What follows belongs to an exercise in optimizing a design on an open flow for small area, a short achievable clock period and few clock cycles per item; a production flow would make more cautious choices.
The RTL was checked by simulation tests, not by an equivalence proof against the original design.

==> build 72: inputs <==
==> flow/design.v (excerpt) <==
module rgb_hsv_converter #(
  parameter int unsigned CHANNEL_BITS = 8
) (
  input  logic                         clk_i,
  input  logic                         rst_ni,
  input  logic                         cfg_we_i,
  input  logic                         cfg_wdata_i,
  input  logic                         pix_i_valid,
  output logic                         pix_i_ready,
  input  logic [CHANNEL_BITS-1:0]      pix_i_red,
  input  logic [CHANNEL_BITS-1:0]      pix_i_green,
  input  logic [CHANNEL_BITS-1:0]      pix_i_blue,
  input  logic [rhc_pkg::HUE_BITS-1:0] pix_i_hue,
  input  logic [CHANNEL_BITS-1:0]      pix_i_saturation,
  input  logic [CHANNEL_BITS-1:0]      pix_i_brightness,
  input  logic [CHANNEL_BITS-1:0]      pix_i_alpha,
  output logic                         pix_o_valid,
  input  logic                         pix_o_ready,
  output logic [CHANNEL_BITS-1:0]      pix_o_out_red,
  output logic [CHANNEL_BITS-1:0]      pix_o_out_green,
  output logic [CHANNEL_BITS-1:0]      pix_o_out_blue,
  output logic [rhc_pkg::HUE_BITS-1:0] pix_o_out_hue,
  output logic [CHANNEL_BITS-1:0]      pix_o_out_saturation,
  output logic [CHANNEL_BITS-1:0]      pix_o_out_brightness,
  output logic [CHANNEL_BITS-1:0]      pix_o_out_alpha
);
  localparam int unsigned NST = 9;   
  logic dir_q;
  logic en;
  always_ff @(posedge clk_i or negedge rst_ni) begin
    if (!rst_ni) begin
      dir_q <= 1'b0;
    end else if (cfg_we_i) begin
      dir_q <= cfg_wdata_i;
    end
  end
  logic [NST:1] vld_q;
  logic [NST:1] dir_s;
  logic [7:0]   alpha_s [NST+1];
  assign en          = !vld_q[NST] || pix_o_ready;
  assign pix_i_ready = en;
  always_ff @(posedge clk_i or negedge rst_ni) begin
    if (!rst_ni) begin
      vld_q <= '0;
  ...
export LEC_CHECK = 0
export CAP_MARGIN = 20
export CORE_MARGIN = 2
export CORE_UTILIZATION = 40
export SETUP_SLACK_MARGIN = 5
export SLEW_MARGIN = 20
create_clock -name core_clock -period 10.0 [get_ports {clk_i}]
run.sh (not shown) runs the stock make flow with config.mk's settings and CLKGATE_MAP_FILE= SYNTH_SCRIPT=/design/flow/synth_recipe.tcl, a recipe that flattens the netlist after the stock synthesis.
==> build 85: changes against build 72 <==
--- a/flow/design.v
+++ b/flow/design.v
@@ -136,68 +136,60 @@
       base = rhc_pkg::HB_BLUE;
     end
     if (dir_q) f1_d = {2'b00, pix_i_hue, pix_i_saturation, pix_i_brightness};
     else       f1_d = {mx, mid, mn, base, neg};
   end
   logic [26:0] f1_q;
   logic [15:0] u2_d;   
   logic [7:0]  v2_d;   
-  logic [13:0] h2_d;   
-  logic [7:0]  d2_d;   
-  logic [3:0]  e2_d;   
+  logic [8:0]  h2_d;   
   rhc_pkg::hue_split_t hs1;
   assign hs1 = rhc_pkg::hue_split(f1_q[24:16]);
   always_comb begin
     logic [7:0] mx, mid, mn, d, y;
-    logic       neg;
     {mx, mid, mn} = f1_q[26:3];
-    neg = f1_q[0];
     d = mx - mn;
     y = mid - mn;
     if (dir_s[1]) begin
       u2_d = f1_q[7:0] * f1_q[15:8];
       v2_d = f1_q[7:0];
-      h2_d = {hs1.frac, hs1.sector, 5'd0};
-      d2_d = '0;
-      e2_d = '0;
+      h2_d = {hs1.frac, hs1.sector};
     end else begin
-      u2_d = {d, 8'd0} - 16'(d) + 16'(mx[7:1]);
+      u2_d = {d, y};
       v2_d = mx;
-      h2_d = ({y, 6'd0} - {4'd0, y, 2'd0}) + 14'((d - 8'(neg)) >> 1);
-      d2_d = d;
-      e2_d = {f1_q[2:0], (d == 8'd0)};
+      h2_d = {f1_q[2:0], (d == 8'd0), 5'd0};
     end
   end
   logic [15:0] u2_q;
   logic [7:0]  v2_q;
-  logic [13:0] h2_q;
-  logic [7:0]  d2_q;
-  logic [3:0]  e2_q;
+  logic [8:0]  h2_q;
   logic [41:0] y3_d;   
-  logic [13:0] rh2;
-  logic [1:0]  qh2;
-  rhc_div #(.RW(14), .DW(8), .TOP(5), .NS(2)) u_hdiv2 (
-    .rem_i(h2_q), .den_i(d2_q), .rem_o(rh2), .quo_o(qh2)
-  );
   always_comb begin
+    logic [7:0] mx, d, y;
+    logic       neg;
+    mx  = v2_q;
+    {d, y} = u2_q;
+    neg = h2_q[6];
     if (dir_s[2]) begin
-      y3_d = {1'b0, 22'(h2_q[13:8]) * 22'(u2_q) + 22'd7649, h2_q[7:5], u2_q};
+      y3_d = {1'b0, 22'(h2_q[8:3]) * 22'(u2_q) + 22'd7649, h2_q[2:0], u2_q};
     end else begin
-      y3_d = {u2_q, rh2[11:0], d2_q, qh2, e2_q};
+      y3_d = {{d, 8'd0} - 16'(d) + 16'(mx[7:1]),
+              ({y, 6'd0} - {4'd0, y, 2'd0}) + 14'((d - 8'(neg)) >> 1),
+              d, h2_q[8:5]};
     end
   end
   logic [41:0] y3_q;
   logic [7:0]  v3_q;
   logic [15:0] n4_d;   
   logic [26:0] x4_d;   
-  logic [11:0] rh3;
+  logic [13:0] rh3;
   logic [1:0]  qh3;
-  rhc_div #(.RW(12), .DW(8), .TOP(3), .NS(2)) u_hdiv3 (
-    .rem_i(y3_q[25:14]), .den_i(y3_q[13:6]), .rem_o(rh3), .quo_o(qh3)
+  rhc_div #(.RW(14), .DW(8), .TOP(5), .NS(2)) u_hdiv3 (
+    .rem_i(y3_q[25:12]), .den_i(y3_q[11:4]), .rem_o(rh3), .quo_o(qh3)
   );
   always_comb begin
     logic [22:0] zs;
     logic [13:0] xq;
     logic [7:0]  wr, a0, r0;
     logic [16:0] t;
     logic [21:0] z;
     z  = y3_q[40:19];
@@ -207,89 +199,96 @@
     t  = 17'(y3_q[15:0]) + 17'(y3_q[15:8]) + 17'd1;
     a0 = t[15:8];
     r0 = y3_q[7:0] + a0;
     if (dir_s[3]) begin
       n4_d = {2'b00, xq};
       x4_d = {y3_q[18:16], wr, a0, r0};
     end else begin
       n4_d = y3_q[41:26];
-      x4_d = {1'b0, rh3[9:0], y3_q[13:6], y3_q[5:4], qh3, y3_q[3:0]};
+      x4_d = {1'b0, rh3[11:0], y3_q[11:4], qh3, y3_q[3:0]};
     end
   end
   logic [15:0] n4_q;
   logic [7:0]  v4_q;
   logic [26:0] x4_q;
   logic [7:0]  den4;
   logic [15:0] lr4;
   logic [1:0]  lq4;
-  logic [9:0]  rh4;
+  logic [11:0] rh4;
   logic [1:0]  qh4;
-  logic [18:0] x5_d;   
+  logic [25:0] x5_d;   
   assign den4 = dir_s[4] ? 8'd60 : v4_q;
   rhc_div #(.RW(16), .DW(8), .TOP(7), .NS(2)) u_ldiv4 (
     .rem_i(n4_q), .den_i(den4), .rem_o(lr4), .quo_o(lq4)
   );
-  rhc_div #(.RW(10), .DW(8), .TOP(1), .NS(2)) u_hdiv4 (
-    .rem_i(x4_q[25:16]), .den_i(x4_q[15:8]), .rem_o(rh4), .quo_o(qh4)
+  rhc_div #(.RW(12), .DW(8), .TOP(3), .NS(2)) u_hdiv4 (
+    .rem_i(x4_q[25:14]), .den_i(x4_q[13:6]), .rem_o(rh4), .quo_o(qh4)
   );
   always_comb begin
     logic [7:0]  v, wr, a0, r0, r0p, p;
     logic        dt;
     logic [14:0] n;
     logic [15:0] nq;
     logic [6:0]  m;
     v   = v4_q;
     {wr, a0, r0} = x4_q[23:0];
     r0p = (r0 == 8'd0) ? 8'd255 : r0;
     p   = v - a0 - 8'(r0[7]);
     dt  = (r0 != 8'd0) && !r0[7];
     n   = {1'b0, r0p, 6'd0} - {5'd0, r0p, 2'd0} - 15'd2 - 15'(wr);
     nq  = 16'(n[13:0]) + 16'(n[13:8]) + 16'd1;
     m   = n[14] ? 7'h7f : {1'b0, nq[13:8]};
-    if (dir_s[4]) x5_d = {x4_q[26:24], p, dt, m};
-    else          x5_d = {9'd0, x4_q[7:4], qh4, x4_q[3:0]};
+    if (dir_s[4]) x5_d = {7'd0, x4_q[26:24], p, dt, m};
+    else          x5_d = {rh4[9:0], x4_q[13:6], x4_q[5:4], qh4, x4_q[3:0]};
   end
   logic [13:0] lr5_q;
   logic [1:0]  lq5_q;
   logic [7:0]  v5_q;
-  logic [18:0] x5_q;
+  logic [25:0] x5_q;
   logic [7:0]  den5;
   logic [13:0] lr5;
   logic [1:0]  lq5;
+  logic [9:0]  rh5;
+  logic [1:0]  qh5;
   logic [18:0] x6_d;   
   assign den5 = dir_s[5] ? 8'd60 : v5_q;
   rhc_div #(.RW(14), .DW(8), .TOP(5), .NS(2)) u_ldiv5 (
     .rem_i(lr5_q), .den_i(den5), .rem_o(lr5), .quo_o(lq5)
   );
-  always_comb begin
-    logic [5:0] qh;
-    logic [8:0] hue;
-    qh = x5_q[9:4];
-    case (x5_q[3:2])
-      2'(rhc_pkg::HB_RED):   hue = 9'd0;
-      2'(rhc_pkg::HB_GREEN): hue = 9'd120;
-      2'(rhc_pkg::HB_BLUE):  hue = 9'd240;
-      default:               hue = 9'd360;
-    endcase
-    hue = x5_q[1] ? hue - 9'(qh) : hue + 9'(qh);
-    if (x5_q[0]) hue = '0;
-    x6_d = dir_s[5] ? x5_q : {9'd0, hue, x5_q[0]};
-  end
+  rhc_div #(.RW(10), .DW(8), .TOP(1), .NS(2)) u_hdiv5 (
+    .rem_i(x5_q[25:16]), .den_i(x5_q[15:8]), .rem_o(rh5), .quo_o(qh5)
+  );
+  assign x6_d = dir_s[5] ? x5_q[18:0] : {9'd0, x5_q[7:4], qh5, x5_q[3:0]};
   logic [11:0] lr6_q;
   logic [3:0]  lq6_q;
   logic [7:0]  v6_q;
   logic [18:0] x6_q;
   logic [7:0]  den6;
   logic [11:0] lr6;
   logic [1:0]  lq6;
+  logic [18:0] x7_d;   
   assign den6 = dir_s[6] ? 8'd60 : v6_q;
   rhc_div #(.RW(12), .DW(8), .TOP(3), .NS(2)) u_ldiv6 (
     .rem_i(lr6_q), .den_i(den6), .rem_o(lr6), .quo_o(lq6)
   );
+  always_comb begin
+    logic [5:0] qh;
+    logic [8:0] hue;
+    qh = x6_q[9:4];
+    case (x6_q[3:2])
+      2'(rhc_pkg::HB_RED):   hue = 9'd0;
+      2'(rhc_pkg::HB_GREEN): hue = 9'd120;
+      2'(rhc_pkg::HB_BLUE):  hue = 9'd240;
+      default:               hue = 9'd360;
+    endcase
+    hue = x6_q[1] ? hue - 9'(qh) : hue + 9'(qh);
+    if (x6_q[0]) hue = '0;
+    x7_d = dir_s[6] ? x6_q : {9'd0, hue, x6_q[0]};
+  end
   logic [9:0]  lr7_q;
   logic [5:0]  lq7_q;
   logic [7:0]  v7_q;
   logic [18:0] x7_q;
   logic [7:0]  den7;
   logic [9:0]  lr7;
   logic [1:0]  lq7;
   assign den7 = dir_s[7] ? 8'd60 : v7_q;
@@ -333,35 +332,33 @@
   logic [7:0] o0_q, o1_q, o2_q;
   logic       o3_q;
   always_ff @(posedge clk_i) begin
     if (en) begin
       f1_q  <= f1_d;
       u2_q  <= u2_d;
       v2_q  <= v2_d;
       h2_q  <= h2_d;
-      d2_q  <= d2_d;
-      e2_q  <= e2_d;
       y3_q  <= y3_d;
       v3_q  <= v2_q;
       n4_q  <= n4_d;
       v4_q  <= v3_q;
       x4_q  <= x4_d;
       lr5_q <= lr4[13:0];
       lq5_q <= lq4;
       v5_q  <= v4_q;
       x5_q  <= x5_d;
       lr6_q <= lr5[11:0];
       lq6_q <= {lq5_q, lq5};
       v6_q  <= v5_q;
       x6_q  <= x6_d;
       lr7_q <= lr6[9:0];
       lq7_q <= {lq6_q, lq6};
       v7_q  <= v6_q;
-      x7_q  <= x6_q;
+      x7_q  <= x7_d;
       lr8_q <= lr7[5:0];
       lq8_q <= {lq7_q, lq7};
       v8_q  <= v7_q;
       x8_q  <= x7_q;
       o0_q  <= o0_d;
       o1_q  <= o1_d;
       o2_q  <= o2_d;
       o3_q  <= o3_d;
==> flow/flow/run.sh (new file) <==
#!/bin/bash
set -euo pipefail
sed -e 's#"\${@:-finish}"#BUFFER_PORTS_ARGS="-buffer_cell sky130_fd_sc_hd__buf_2" "${@:-finish}"#' \
  -e 's/SETUP_SLACK_MARGIN=5 /SETUP_SLACK_MARGIN=5.8 /' \
  standard.sh > standard_own.sh
grep -q 'BUFFER_PORTS_ARGS' standard_own.sh
grep -q 'SETUP_SLACK_MARGIN=5.8 ' standard_own.sh
bash standard_own.sh > standard.log 2>&1
==> flow/standard.sh (new file) <==
#!/bin/bash
# synth_recipe.tcl (not shown) runs the flow's synth.tcl, then flattens the netlist and writes it again
# the make line also repeats each setting of config.mk as NAME=value (left out here)
make -C /OpenROAD-flow-scripts/flow DESIGN_CONFIG=/design/flow/config.mk WORK_HOME=/design/flow/orfs CLKGATE_MAP_FILE= SYNTH_SCRIPT=/design/flow/synth_recipe.tcl "${@:-finish}"
Settings changed: ABC_AREA set to 1, CORE_UTILIZATION 40 to 55, CTS_CLUSTER_DIAMETER set to 100, CTS_CLUSTER_SIZE set to 24, PLACE_DENSITY set to 0.65.
removed: flow/run.sh
==> trial 7: changes against build 72 <==
--- a/flow/design.v
+++ b/flow/design.v
@@ -136,68 +136,60 @@
       base = rhc_pkg::HB_BLUE;
     end
     if (dir_q) f1_d = {2'b00, pix_i_hue, pix_i_saturation, pix_i_brightness};
     else       f1_d = {mx, mid, mn, base, neg};
   end
   logic [26:0] f1_q;
   logic [15:0] u2_d;   
   logic [7:0]  v2_d;   
-  logic [13:0] h2_d;   
-  logic [7:0]  d2_d;   
-  logic [3:0]  e2_d;   
+  logic [8:0]  h2_d;   
   rhc_pkg::hue_split_t hs1;
   assign hs1 = rhc_pkg::hue_split(f1_q[24:16]);
   always_comb begin
     logic [7:0] mx, mid, mn, d, y;
-    logic       neg;
     {mx, mid, mn} = f1_q[26:3];
-    neg = f1_q[0];
     d = mx - mn;
     y = mid - mn;
     if (dir_s[1]) begin
       u2_d = f1_q[7:0] * f1_q[15:8];
       v2_d = f1_q[7:0];
-      h2_d = {hs1.frac, hs1.sector, 5'd0};
-      d2_d = '0;
-      e2_d = '0;
+      h2_d = {hs1.frac, hs1.sector};
     end else begin
-      u2_d = {d, 8'd0} - 16'(d) + 16'(mx[7:1]);
+      u2_d = {d, y};
       v2_d = mx;
-      h2_d = ({y, 6'd0} - {4'd0, y, 2'd0}) + 14'((d - 8'(neg)) >> 1);
-      d2_d = d;
-      e2_d = {f1_q[2:0], (d == 8'd0)};
+      h2_d = {f1_q[2:0], (d == 8'd0), 5'd0};
     end
   end
   logic [15:0] u2_q;
   logic [7:0]  v2_q;
-  logic [13:0] h2_q;
-  logic [7:0]  d2_q;
-  logic [3:0]  e2_q;
+  logic [8:0]  h2_q;
   logic [41:0] y3_d;   
-  logic [13:0] rh2;
-  logic [1:0]  qh2;
-  rhc_div #(.RW(14), .DW(8), .TOP(5), .NS(2)) u_hdiv2 (
-    .rem_i(h2_q), .den_i(d2_q), .rem_o(rh2), .quo_o(qh2)
-  );
   always_comb begin
+    logic [7:0] mx, d, y;
+    logic       neg;
+    mx  = v2_q;
+    {d, y} = u2_q;
+    neg = h2_q[6];
     if (dir_s[2]) begin
-      y3_d = {1'b0, 22'(h2_q[13:8]) * 22'(u2_q) + 22'd7649, h2_q[7:5], u2_q};
+      y3_d = {1'b0, 22'(h2_q[8:3]) * 22'(u2_q) + 22'd7649, h2_q[2:0], u2_q};
     end else begin
-      y3_d = {u2_q, rh2[11:0], d2_q, qh2, e2_q};
+      y3_d = {{d, 8'd0} - 16'(d) + 16'(mx[7:1]),
+              ({y, 6'd0} - {4'd0, y, 2'd0}) + 14'((d - 8'(neg)) >> 1),
+              d, h2_q[8:5]};
     end
   end
   logic [41:0] y3_q;
   logic [7:0]  v3_q;
   logic [15:0] n4_d;   
   logic [26:0] x4_d;   
-  logic [11:0] rh3;
+  logic [13:0] rh3;
   logic [1:0]  qh3;
-  rhc_div #(.RW(12), .DW(8), .TOP(3), .NS(2)) u_hdiv3 (
-    .rem_i(y3_q[25:14]), .den_i(y3_q[13:6]), .rem_o(rh3), .quo_o(qh3)
+  rhc_div #(.RW(14), .DW(8), .TOP(5), .NS(2)) u_hdiv3 (
+    .rem_i(y3_q[25:12]), .den_i(y3_q[11:4]), .rem_o(rh3), .quo_o(qh3)
   );
   always_comb begin
     logic [22:0] zs;
     logic [13:0] xq;
     logic [7:0]  wr, a0, r0;
     logic [16:0] t;
     logic [21:0] z;
     z  = y3_q[40:19];
@@ -207,89 +199,96 @@
     t  = 17'(y3_q[15:0]) + 17'(y3_q[15:8]) + 17'd1;
     a0 = t[15:8];
     r0 = y3_q[7:0] + a0;
     if (dir_s[3]) begin
       n4_d = {2'b00, xq};
       x4_d = {y3_q[18:16], wr, a0, r0};
     end else begin
       n4_d = y3_q[41:26];
-      x4_d = {1'b0, rh3[9:0], y3_q[13:6], y3_q[5:4], qh3, y3_q[3:0]};
+      x4_d = {1'b0, rh3[11:0], y3_q[11:4], qh3, y3_q[3:0]};
     end
   end
   logic [15:0] n4_q;
   logic [7:0]  v4_q;
   logic [26:0] x4_q;
   logic [7:0]  den4;
   logic [15:0] lr4;
   logic [1:0]  lq4;
-  logic [9:0]  rh4;
+  logic [11:0] rh4;
   logic [1:0]  qh4;
-  logic [18:0] x5_d;   
+  logic [25:0] x5_d;   
   assign den4 = dir_s[4] ? 8'd60 : v4_q;
   rhc_div #(.RW(16), .DW(8), .TOP(7), .NS(2)) u_ldiv4 (
     .rem_i(n4_q), .den_i(den4), .rem_o(lr4), .quo_o(lq4)
   );
-  rhc_div #(.RW(10), .DW(8), .TOP(1), .NS(2)) u_hdiv4 (
-    .rem_i(x4_q[25:16]), .den_i(x4_q[15:8]), .rem_o(rh4), .quo_o(qh4)
+  rhc_div #(.RW(12), .DW(8), .TOP(3), .NS(2)) u_hdiv4 (
+    .rem_i(x4_q[25:14]), .den_i(x4_q[13:6]), .rem_o(rh4), .quo_o(qh4)
   );
   always_comb begin
     logic [7:0]  v, wr, a0, r0, r0p, p;
     logic        dt;
     logic [14:0] n;
     logic [15:0] nq;
     logic [6:0]  m;
     v   = v4_q;
     {wr, a0, r0} = x4_q[23:0];
     r0p = (r0 == 8'd0) ? 8'd255 : r0;
     p   = v - a0 - 8'(r0[7]);
     dt  = (r0 != 8'd0) && !r0[7];
     n   = {1'b0, r0p, 6'd0} - {5'd0, r0p, 2'd0} - 15'd2 - 15'(wr);
     nq  = 16'(n[13:0]) + 16'(n[13:8]) + 16'd1;
     m   = n[14] ? 7'h7f : {1'b0, nq[13:8]};
-    if (dir_s[4]) x5_d = {x4_q[26:24], p, dt, m};
-    else          x5_d = {9'd0, x4_q[7:4], qh4, x4_q[3:0]};
+    if (dir_s[4]) x5_d = {7'd0, x4_q[26:24], p, dt, m};
+    else          x5_d = {rh4[9:0], x4_q[13:6], x4_q[5:4], qh4, x4_q[3:0]};
   end
   logic [13:0] lr5_q;
   logic [1:0]  lq5_q;
   logic [7:0]  v5_q;
-  logic [18:0] x5_q;
+  logic [25:0] x5_q;
   logic [7:0]  den5;
   logic [13:0] lr5;
   logic [1:0]  lq5;
+  logic [9:0]  rh5;
+  logic [1:0]  qh5;
   logic [18:0] x6_d;   
   assign den5 = dir_s[5] ? 8'd60 : v5_q;
   rhc_div #(.RW(14), .DW(8), .TOP(5), .NS(2)) u_ldiv5 (
     .rem_i(lr5_q), .den_i(den5), .rem_o(lr5), .quo_o(lq5)
   );
-  always_comb begin
-    logic [5:0] qh;
-    logic [8:0] hue;
-    qh = x5_q[9:4];
-    case (x5_q[3:2])
-      2'(rhc_pkg::HB_RED):   hue = 9'd0;
-      2'(rhc_pkg::HB_GREEN): hue = 9'd120;
-      2'(rhc_pkg::HB_BLUE):  hue = 9'd240;
-      default:               hue = 9'd360;
-    endcase
-    hue = x5_q[1] ? hue - 9'(qh) : hue + 9'(qh);
-    if (x5_q[0]) hue = '0;
-    x6_d = dir_s[5] ? x5_q : {9'd0, hue, x5_q[0]};
-  end
+  rhc_div #(.RW(10), .DW(8), .TOP(1), .NS(2)) u_hdiv5 (
+    .rem_i(x5_q[25:16]), .den_i(x5_q[15:8]), .rem_o(rh5), .quo_o(qh5)
+  );
+  assign x6_d = dir_s[5] ? x5_q[18:0] : {9'd0, x5_q[7:4], qh5, x5_q[3:0]};
   logic [11:0] lr6_q;
   logic [3:0]  lq6_q;
   logic [7:0]  v6_q;
   logic [18:0] x6_q;
   logic [7:0]  den6;
   logic [11:0] lr6;
   logic [1:0]  lq6;
+  logic [18:0] x7_d;   
   assign den6 = dir_s[6] ? 8'd60 : v6_q;
   rhc_div #(.RW(12), .DW(8), .TOP(3), .NS(2)) u_ldiv6 (
     .rem_i(lr6_q), .den_i(den6), .rem_o(lr6), .quo_o(lq6)
   );
+  always_comb begin
+    logic [5:0] qh;
+    logic [8:0] hue;
+    qh = x6_q[9:4];
+    case (x6_q[3:2])
+      2'(rhc_pkg::HB_RED):   hue = 9'd0;
+      2'(rhc_pkg::HB_GREEN): hue = 9'd120;
+      2'(rhc_pkg::HB_BLUE):  hue = 9'd240;
+      default:               hue = 9'd360;
+    endcase
+    hue = x6_q[1] ? hue - 9'(qh) : hue + 9'(qh);
+    if (x6_q[0]) hue = '0;
+    x7_d = dir_s[6] ? x6_q : {9'd0, hue, x6_q[0]};
+  end
   logic [9:0]  lr7_q;
   logic [5:0]  lq7_q;
   logic [7:0]  v7_q;
   logic [18:0] x7_q;
   logic [7:0]  den7;
   logic [9:0]  lr7;
   logic [1:0]  lq7;
   assign den7 = dir_s[7] ? 8'd60 : v7_q;
@@ -333,35 +332,33 @@
   logic [7:0] o0_q, o1_q, o2_q;
   logic       o3_q;
   always_ff @(posedge clk_i) begin
     if (en) begin
       f1_q  <= f1_d;
       u2_q  <= u2_d;
       v2_q  <= v2_d;
       h2_q  <= h2_d;
-      d2_q  <= d2_d;
-      e2_q  <= e2_d;
       y3_q  <= y3_d;
       v3_q  <= v2_q;
       n4_q  <= n4_d;
       v4_q  <= v3_q;
       x4_q  <= x4_d;
       lr5_q <= lr4[13:0];
       lq5_q <= lq4;
       v5_q  <= v4_q;
       x5_q  <= x5_d;
       lr6_q <= lr5[11:0];
       lq6_q <= {lq5_q, lq5};
       v6_q  <= v5_q;
       x6_q  <= x6_d;
       lr7_q <= lr6[9:0];
       lq7_q <= {lq6_q, lq6};
       v7_q  <= v6_q;
-      x7_q  <= x6_q;
+      x7_q  <= x7_d;
       lr8_q <= lr7[5:0];
       lq8_q <= {lq7_q, lq7};
       v8_q  <= v7_q;
       x8_q  <= x7_q;
       o0_q  <= o0_d;
       o1_q  <= o1_d;
       o2_q  <= o2_d;
       o3_q  <= o3_d;
==> notes <==
- Clock skew, highest first: build 72, trial 7, build 85.
- Register-to-register slack, highest first: build 85, build 72, trial 7.
- Sequential share of layout area: build 85 < build 72 < trial 7.
- Cell count: build 72 is smaller than build 85 (about 7%).
- Against trial 7, the die area of build 72 is higher by 0.49%.
- Via count: trial 7 < build 72 < build 85.
- Area after synthesis: trial 7 < build 72 < build 85.
- The lowest synthesized cell count belongs to build 72, the highest to build 85.
- Of trial 7 and build 72, build 72 has the higher flip-flop and latch count (gap 10).
==> figures <==
Status: build 72 timing/DRC/antenna clean; build 85 timing/DRC/antenna clean; trial 7 timing/DRC/antenna clean
Met3 demand-to-capacity share in global routing: build 72 1.908%; build 85 2.147%; trial 7 2.008%
Hold slack final: build 72 0.3872 ns; build 85 0.4217 ns; trial 7 0.3996 ns
Clock transition at the register clock pins on the worst setup and hold paths after CTS: build 72 0.06 ns; build 85 0.10 ns; trial 7 0.06 ns
Post-synthesis share of cell area spent on full adders, half adders and majority gates: build 72 21.02%; build 85 20.79%; trial 7 21.06%
Critical Path RT: build 72 8.00 ns; build 85 10.35 ns; trial 7 10.30 ns
Number of global-route vias before repair: build 72 23.94k; build 85 26.76k; trial 7 23.58k
H-tree levels: build 72 2; build 85 1; trial 7 2
First-pass iteration count of the detailed router: build 72 5; build 85 6; trial 7 7
Share of the final layout cell area in multi-input gates: build 72 49.08%; build 85 49.14%; trial 7 49.42%
Sink of the worst hold path: build 72 alpha_s[2][6]; build 85 x8_q[16]; trial 7 alpha_s[6][3]
Global routing usage on met1: build 72 23.41%; build 85 31.65%; trial 7 22.90%
Sum of routed wire length over all layers: build 72 82440 µm; build 85 86670 µm; trial 7 79860 µm
Number of non-clock buffers: build 72 304; build 85 325; trial 7 255
Instance count of the mapped netlist: build 72 3346; build 85 4067; trial 7 3356
Area of all sequential standard cells: build 72 13880 µm²; build 85 13580 µm²; trial 7 13580 µm²
Vertical die dimension: build 72 300.0 µm; build 85 257.3 µm; trial 7 299.3 µm
Number of post-CTS setup repair buffers: build 72 104; build 85 112; trial 7 50
Total via count in the routed design: build 72 24.77k; build 85 27.66k; trial 7 24.40k
Placed instance area: build 72 37580 µm²; build 85 36810 µm²; trial 7 37350 µm²
Post-synthesis instance area: build 72 35050 µm²; build 85 35280 µm²; trial 7 34880 µm²
Testbench counts of build 72, summed over its fixed seeds: cycles 19,368, items 19,200.
Testbench counts of build 85, summed over its fixed seeds: cycles 19,368, items 19,200.
Testbench counts of trial 7, summed over its fixed seeds: cycles 19,368, items 19,200.

==> separate check: timing with driven ports <==
The flow's constraints put no driver on any port. The routed layouts listed below were extracted and timed again, unchanged, in two steps. Step 1 (the two cells are an assumption about what drives the block):
set clk [get_ports {clk_i}]
set_driving_cell -lib_cell sky130_fd_sc_hd__clkbuf_16 $clk
set_driving_cell -lib_cell sky130_fd_sc_hd__buf_2 [delete_from_list [all_inputs] $clk]
Step 2 adds t to the input delays and takes it off the output delays; t is the mean of the earliest and latest rising clock arrival at the registers after step 1. Input paths then give back, and output paths get back, about the clock's delay inside the block. Three values: no drivers, after step 1, after step 2; two values: the first two.
run	shift t [ns]	slack for setup (ns)	worst setup path at the end	worst slew at a driven data input, ns
build 72	0.659	5.051 / 5.027 / 4.576	input to register	0.07
build 85	0.648	5.376 / 5.376 / 5.376	register to register	0.07
trial 7	0.640	5.084 / 5.084 / 4.559	input to register	0.05
After both steps setup and hold are still met in every run listed. For trial 7, which loses most, drivers alone change the setup slack by 0.000 ns; drivers and shift together by -0.525 ns.
